Context: an optimization exercise on an open-source flow, tuned for small area. The choices shown serve that exercise and are no tape-out recipe.
Function was checked by simulation only, so behaviour that the tests miss may differ from the original.

main:
==> flow/design.v (excerpt) <==
module mac_nch_acc #(
    parameter int DW     = 18,
    parameter int CW     = 28,
    parameter int NCH    = 4,
    parameter int GUARD  = 2,
    parameter int OSHIFT = 24,
    parameter int OW     = 20
) (
    input  logic                         clk,
    input  logic                         rst,
    input  logic                         iv,
    input  logic [DW-1:0]                din,
    input  logic [CW-1:0]                cin,
    input  logic [((NCH <= 1) ? 1 : $clog2(NCH))-1:0]     ch,
    input  logic                         first,
    input  logic                         last,
    output logic [OW-1:0]                dout,
    output logic [((NCH <= 1) ? 1 : $clog2(NCH))-1:0]     och,
    output logic                         ov,
    output logic                         ovf
);
    localparam int AW = DW + CW + GUARD;    
    localparam int NR = DW / 2;             
    localparam int HW = AW - OSHIFT;        
    logic              v1, f1, l1;
    logic [1:0]        ch1;
    logic [NR-2:0]     q0, q1;           
    logic [2:0]        qt;               
    logic [CW-1:0]     c1;
    logic [NR-2:0]     rs0, rs1;
    logic              rc;
    always_comb begin
        logic cy;
        cy = 1'b0;
        for (int i = 0; i < NR - 1; i++) begin
            rs0[i] = din[2*i] ^ cy;
            rs1[i] = din[2*i+1] ^ (din[2*i] & cy);
            cy     = din[2*i+1] & (din[2*i] | cy);
        end
        rc = cy;
    end
    always_ff @(posedge clk or posedge rst) begin
        if (rst) v1 <= 1'b0;
        else     v1 <= iv;
    end
    always_ff @(posedge clk) begin
        f1  <= first;
        l1  <= last;
        ch1 <= ch;
        q0  <= rs0;
        q1  <= rs1;
  ...
Size in the first run: ~350 flip-flops, roughly 77 I/O pins.
export LEC_CHECK = 0
export ABC_AREA = 1
export CAP_MARGIN = 20
export CORE_MARGIN = 2
export CORE_UTILIZATION = 60
export CTS_BUF_LIST = sky130_fd_sc_hd__clkbuf_4
export SLEW_MARGIN = 20
export SYNTH_HIERARCHICAL = 1
export SYNTH_MINIMUM_KEEP_SIZE = 0
create_clock -name core_clock -period 7.5 [get_ports {clk}]
standard.sh (not shown) runs the stock make flow with config.mk's settings and CLKGATE_MAP_FILE= SYNTH_SCRIPT=/design/flow/synth_recipe.tcl, a recipe that flattens the netlist after the stock synthesis.
==> flow/flow/run.sh <==
#!/bin/bash
# Layout flow: the standard flow (standard.sh, with the standard synthesis
# unchanged) with
#  - plain buf_1 port buffers instead of the default delay-cell port buffers,
#  - clock tree synthesis without dummy loads, with clkbuf_4 buffers and
#    clusters of at most 10 sinks within 40 um.
# Each make run's full output goes to its own log file in this folder; ORFS's
# per-step logs are under orfs/logs/.
set -euo pipefail
bash standard.sh synth > flow_synth.log 2>&1
bash standard.sh \
    "BUFFER_PORTS_ARGS=-buffer_cell sky130_fd_sc_hd__buf_1" \
    "CTS_ARGS=-sink_clustering_enable -repair_clock_nets -dont_use_dummy_load -buf_list sky130_fd_sc_hd__clkbuf_4 -sink_clustering_size 10 -sink_clustering_max_diameter 40" \
    finish > flow_layout.log 2>&1
main finished every stage and its layout cleared the timing, DRC and antenna checks.
## Diff of input files: the feature branch against main
==> flow/run.sh (new file) <==
#!/bin/bash
# synth_recipe.tcl (not shown) runs the flow's synth.tcl, then flattens the netlist and writes it again
# the make line also repeats each setting of config.mk as NAME=value (left out here)
make -C /OpenROAD-flow-scripts/flow DESIGN_CONFIG=/design/flow/config.mk WORK_HOME=/design/flow/orfs CLKGATE_MAP_FILE= SYNTH_SCRIPT=/design/flow/synth_recipe.tcl finish
removed: flow/flow/run.sh
removed: flow/standard.sh
### Flow results
- Changes observed in the feature branch relative to main: wire length of the first global-routing pass +1.9%, amount of wire on met3 after detailed routing decreased by 0.83% relative to the old numbers, path length in cells of the critical path rose 2, count of plain and timing-repair buffers in the layout went up about 3%.
- Reported for main and the feature branch, starting density of the core turned out identical to the last digit.
- Compared to main, the feature branch shows a wider setup margin.
- main → the feature branch: synthesis-to-layout area growth climbed 5.5 points; met2 demand-to-capacity share in global routing grew by 2.7 points.


== garnet ==
mac_nch_acc, a different RTL version from the one above (not shown whole).
Size: roughly 1600 cells after synthesis, roughly 360 flip-flops, roughly 77 I/O pins, ~22000 µm² of cells after synthesis.
==> flow/config.mk <==
export PLATFORM = sky130hd
export DESIGN_NAME = mac_nch_acc
export DESIGN_NICKNAME = mac_nch_acc
export VERILOG_FILES = /design/flow/design.v
export SDC_FILE = /design/flow/constraint.sdc
export NUM_CORES = 4
export LEC_CHECK = 0
export CAP_MARGIN = 20
export CORE_MARGIN = 2
export CORE_UTILIZATION = 50
export SLEW_MARGIN = 20
export SYNTH_HIERARCHICAL = 1
export SYNTH_MINIMUM_KEEP_SIZE = 0
==> flow/constraint.sdc <==
create_clock -name core_clock -period 7.5 [get_ports {clk}]
set_input_delay 1.5000 -clock core_clock [delete_from_list [all_inputs] [get_ports {clk}]]
set_output_delay 1.5000 -clock core_clock [all_outputs]
set_load 0.01 [all_outputs]
==> flow/flow/run.sh <==
#!/bin/bash
# Layout flow: the standard flow (standard.sh, with the standard synthesis
# unchanged) with
#  - plain buf_1 port buffers instead of the default delay-cell port buffers,
#  - clock tree synthesis without dummy loads, with clkbuf_4 buffers and
#    clusters of at most 10 sinks within 40 um.
# Each make run's full output goes to its own log file in this folder; ORFS's
# per-step logs are under orfs/logs/.
set -euo pipefail
bash standard.sh synth > flow_synth.log 2>&1
bash standard.sh \
    "BUFFER_PORTS_ARGS=-buffer_cell sky130_fd_sc_hd__buf_1" \
    "CTS_ARGS=-sink_clustering_enable -repair_clock_nets -dont_use_dummy_load -buf_list sky130_fd_sc_hd__clkbuf_4 -sink_clustering_size 10 -sink_clustering_max_diameter 40" \
    finish > flow_layout.log 2>&1
#### Input delta (quartz over garnet)
- CORE_UTILIZATION now 60, was 50
--- outcome ---
- Compared with garnet, quartz shows critical path depth that has gone down by a few percent.
- Diff garnet -> quartz: delay of the slowest critical-path stage now sits higher; final-layout fill cell count now sits lower; number of antenna violations at the first check in global routing now sits lower.


Setup of v56:
mac_nch_acc, a different RTL version from the one above (not shown whole).
For scale: about 1900 cells after synthesis, roughly 360 flip-flops, roughly 77 I/O pins, about 23000 um2 of cells after synthesis.
==> flow/design.v (excerpt) <==
module mac_nch_acc #(
    parameter int DW     = 18,
    parameter int CW     = 28,
    parameter int NCH    = 4,
    parameter int GUARD  = 2,
    parameter int OSHIFT = 24,
    parameter int OW     = 20
) (
    input  logic                         clk,
    input  logic                         rst,
    input  logic                         iv,
    input  logic [DW-1:0]                din,
    input  logic [CW-1:0]                cin,
    input  logic [((NCH <= 1) ? 1 : $clog2(NCH))-1:0]     ch,
    input  logic                         first,
    input  logic                         last,
    output logic [OW-1:0]                dout,
    output logic [((NCH <= 1) ? 1 : $clog2(NCH))-1:0]     och,
    output logic                         ov,
    output logic                         ovf
);
    localparam int AW = DW + CW + GUARD;    
    localparam int NR = DW / 2;             
    localparam int HW = AW - OSHIFT;        
    logic              v1, f1, l1;
    logic [1:0]        ch1;
    logic [3:0]        rd1;              
    logic [NR-1:0]     one, two, m1;
    logic              m2t;              
    logic [CW-1:0]     c1;
    logic [NR-1:0]     rone, rtwo, rm1;
    logic              rm2t;
    always_comb begin
        logic cy, s0, s1;
        cy = 1'b0;
        for (int i = 0; i < NR - 1; i++) begin
            s0 = din[2*i] ^ cy;
            s1 = din[2*i+1] ^ (din[2*i] & cy);
            cy = din[2*i+1] & (din[2*i] | cy);
            rone[i] = ~s1 & s0;
            rtwo[i] = s1 & ~s0;
            rm1[i]  = s1 & s0;
        end
        rone[NR-1] = ~din[DW-1] & (din[DW-2] ^ cy);
        rtwo[NR-1] = ~din[DW-1] & din[DW-2] & cy;
        rm1[NR-1]  = din[DW-1] & (din[DW-2] ^ cy);
  ...
==> flow/config.mk <==
export PLATFORM = sky130hd
export DESIGN_NAME = mac_nch_acc
export DESIGN_NICKNAME = mac_nch_acc
export VERILOG_FILES = /design/flow/design.v
export SDC_FILE = /design/flow/constraint.sdc
export NUM_CORES = 4
export LEC_CHECK = 0
export CAP_MARGIN = 20
export CORE_MARGIN = 2
export CORE_UTILIZATION = 60
export SLEW_MARGIN = 20
export SYNTH_HIERARCHICAL = 1
export SYNTH_MINIMUM_KEEP_SIZE = 0
==> flow/constraint.sdc <==
create_clock -name core_clock -period 7.5 [get_ports {clk}]
set_input_delay 1.5000 -clock core_clock [delete_from_list [all_inputs] [get_ports {clk}]]
set_output_delay 1.5000 -clock core_clock [all_outputs]
set_load 0.01 [all_outputs]
==> flow/flow/run.sh <==
#!/bin/bash
# Layout flow: the standard flow (standard.sh, with the standard synthesis
# unchanged) with
#  - plain buf_1 port buffers instead of the default delay-cell port buffers,
#  - clock tree synthesis without dummy loads, with clkbuf_4 buffers and
#    clusters of at most 10 sinks within 40 um,
#  - timing-driven global placement that does not keep its resizer changes
#    (repair_design and repair_timing after placement and CTS still run).
# Each make run's full output goes to its own log file in this folder; ORFS's
# per-step logs are under orfs/logs/.
set -euo pipefail
bash standard.sh synth > flow_synth.log 2>&1
bash standard.sh \
    "BUFFER_PORTS_ARGS=-buffer_cell sky130_fd_sc_hd__buf_1" \
    "CTS_ARGS=-sink_clustering_enable -repair_clock_nets -dont_use_dummy_load -buf_list sky130_fd_sc_hd__clkbuf_4 -sink_clustering_size 10 -sink_clustering_max_diameter 40" \
    GPL_KEEP_OVERFLOW=0 \
    finish > flow_layout.log 2>&1
#### Input delta (v21 over v56)
Settings: swapping 20 for 5 in SLEW_MARGIN; swapping 20 for 5 in CAP_MARGIN.
-- flow/flow/run.sh --
<<< v56, line 6
#    clusters of at most 10 sinks within 40 um,
#  - timing-driven global placement that does not keep its resizer changes
#    (repair_design and repair_timing after placement and CTS still run).
>>> v21, line 6
#    clusters of at most 10 sinks within 40 um.
<<< v56, line 16
    GPL_KEEP_OVERFLOW=0 \
>>> v21, line 14
[summary]
- Compared v21 vs v56, and average vias per placed instance is down in v21.
- In v21, routed length on met1 is higher than in v56.
- Summary of v21 over v56: first-pass GRT wire length moved up, worst setup slack moved up, share of the clock period used by the worst path after layout moved down.
- As far as global-route usage over all layers is concerned, v56 and v21 perform about the same.
--- input diff v21..v2 ---
Settings: changing CAP_MARGIN from 5 to 20; setting ABC_AREA to 1 for the first time; changing SLEW_MARGIN from 5 to 20.
When v2 is measured against v21, its synthesized cell count turns out 22% higher. Comparing v2 and v21, the higher wire length is on v2. v2 — critical path depth 3 higher, v21 as reference. Capturing instance or port of the critical path: acc2[40]$_DFFE_PP_ -> v2, acc0[41]$_DFFE_PP_ -> v21. [compare] base=v21 new=v2: worst clock skew on the final layout went down 0.028 ns; maximum clock frequency went up about 1.1%; setup slack went up 0.083 ns.
What v55 does differently from v2 at the input level:
Settings: ABC_AREA no longer set, was 1.
--- outcome ---
- Synthesized cell count: v55 and v2 compared, higher one is v2
- Antenna diode instance count: v55 < v2
- Sort v55 and v2 by global-route usage over all layers asc -> top: v2
- Compared with v2, v55 shows a cell area after synthesis that is 840 um2 lower.
- Register area of v2 is on par with v55.
- Against v2, v55 reports a multi-input combinational gate total that is lower.
- As far as multi-input gate area in the final layout is concerned, v2 and v55 perform about the same.

## separate check: timing with driven ports
No port has a modelled driver above. Below, the same layouts with a new extraction and two added sets of constraints.
Step 1 (the two cells are an assumption about what drives the block):
set clk [get_ports {clk}]
set_driving_cell -lib_cell sky130_fd_sc_hd__clkbuf_16 $clk
set_driving_cell -lib_cell sky130_fd_sc_hd__buf_2 [delete_from_list [all_inputs] $clk]
Step 2 also shifts input and output timing later by t, the mid clock arrival at the registers, as if the neighbouring blocks saw the same clock.
a / b / c = no drivers / after step 1 / after step 2; a / b = the first two.
run	shift t [ns]	setup slack, ns	worst setup path at the end
main	0.802	0.652 / 0.652 / 0.652	register to register
the feature branch	0.861	0.808 / 0.808 / 0.808	register to register
garnet	0.774	0.264 / 0.264 / 0.264	register to register
quartz	0.807	0.333 / 0.333 / 0.333	register to register
v56	0.794	0.181 / 0.181 / 0.181	register to register
v21	0.800	0.208 / 0.208 / 0.208	register to register
v2	0.828	0.291 / 0.291 / 0.291	register to register
v55	0.800	0.208 / 0.208 / 0.208	register to register
After both steps every run listed still meets setup and hold.
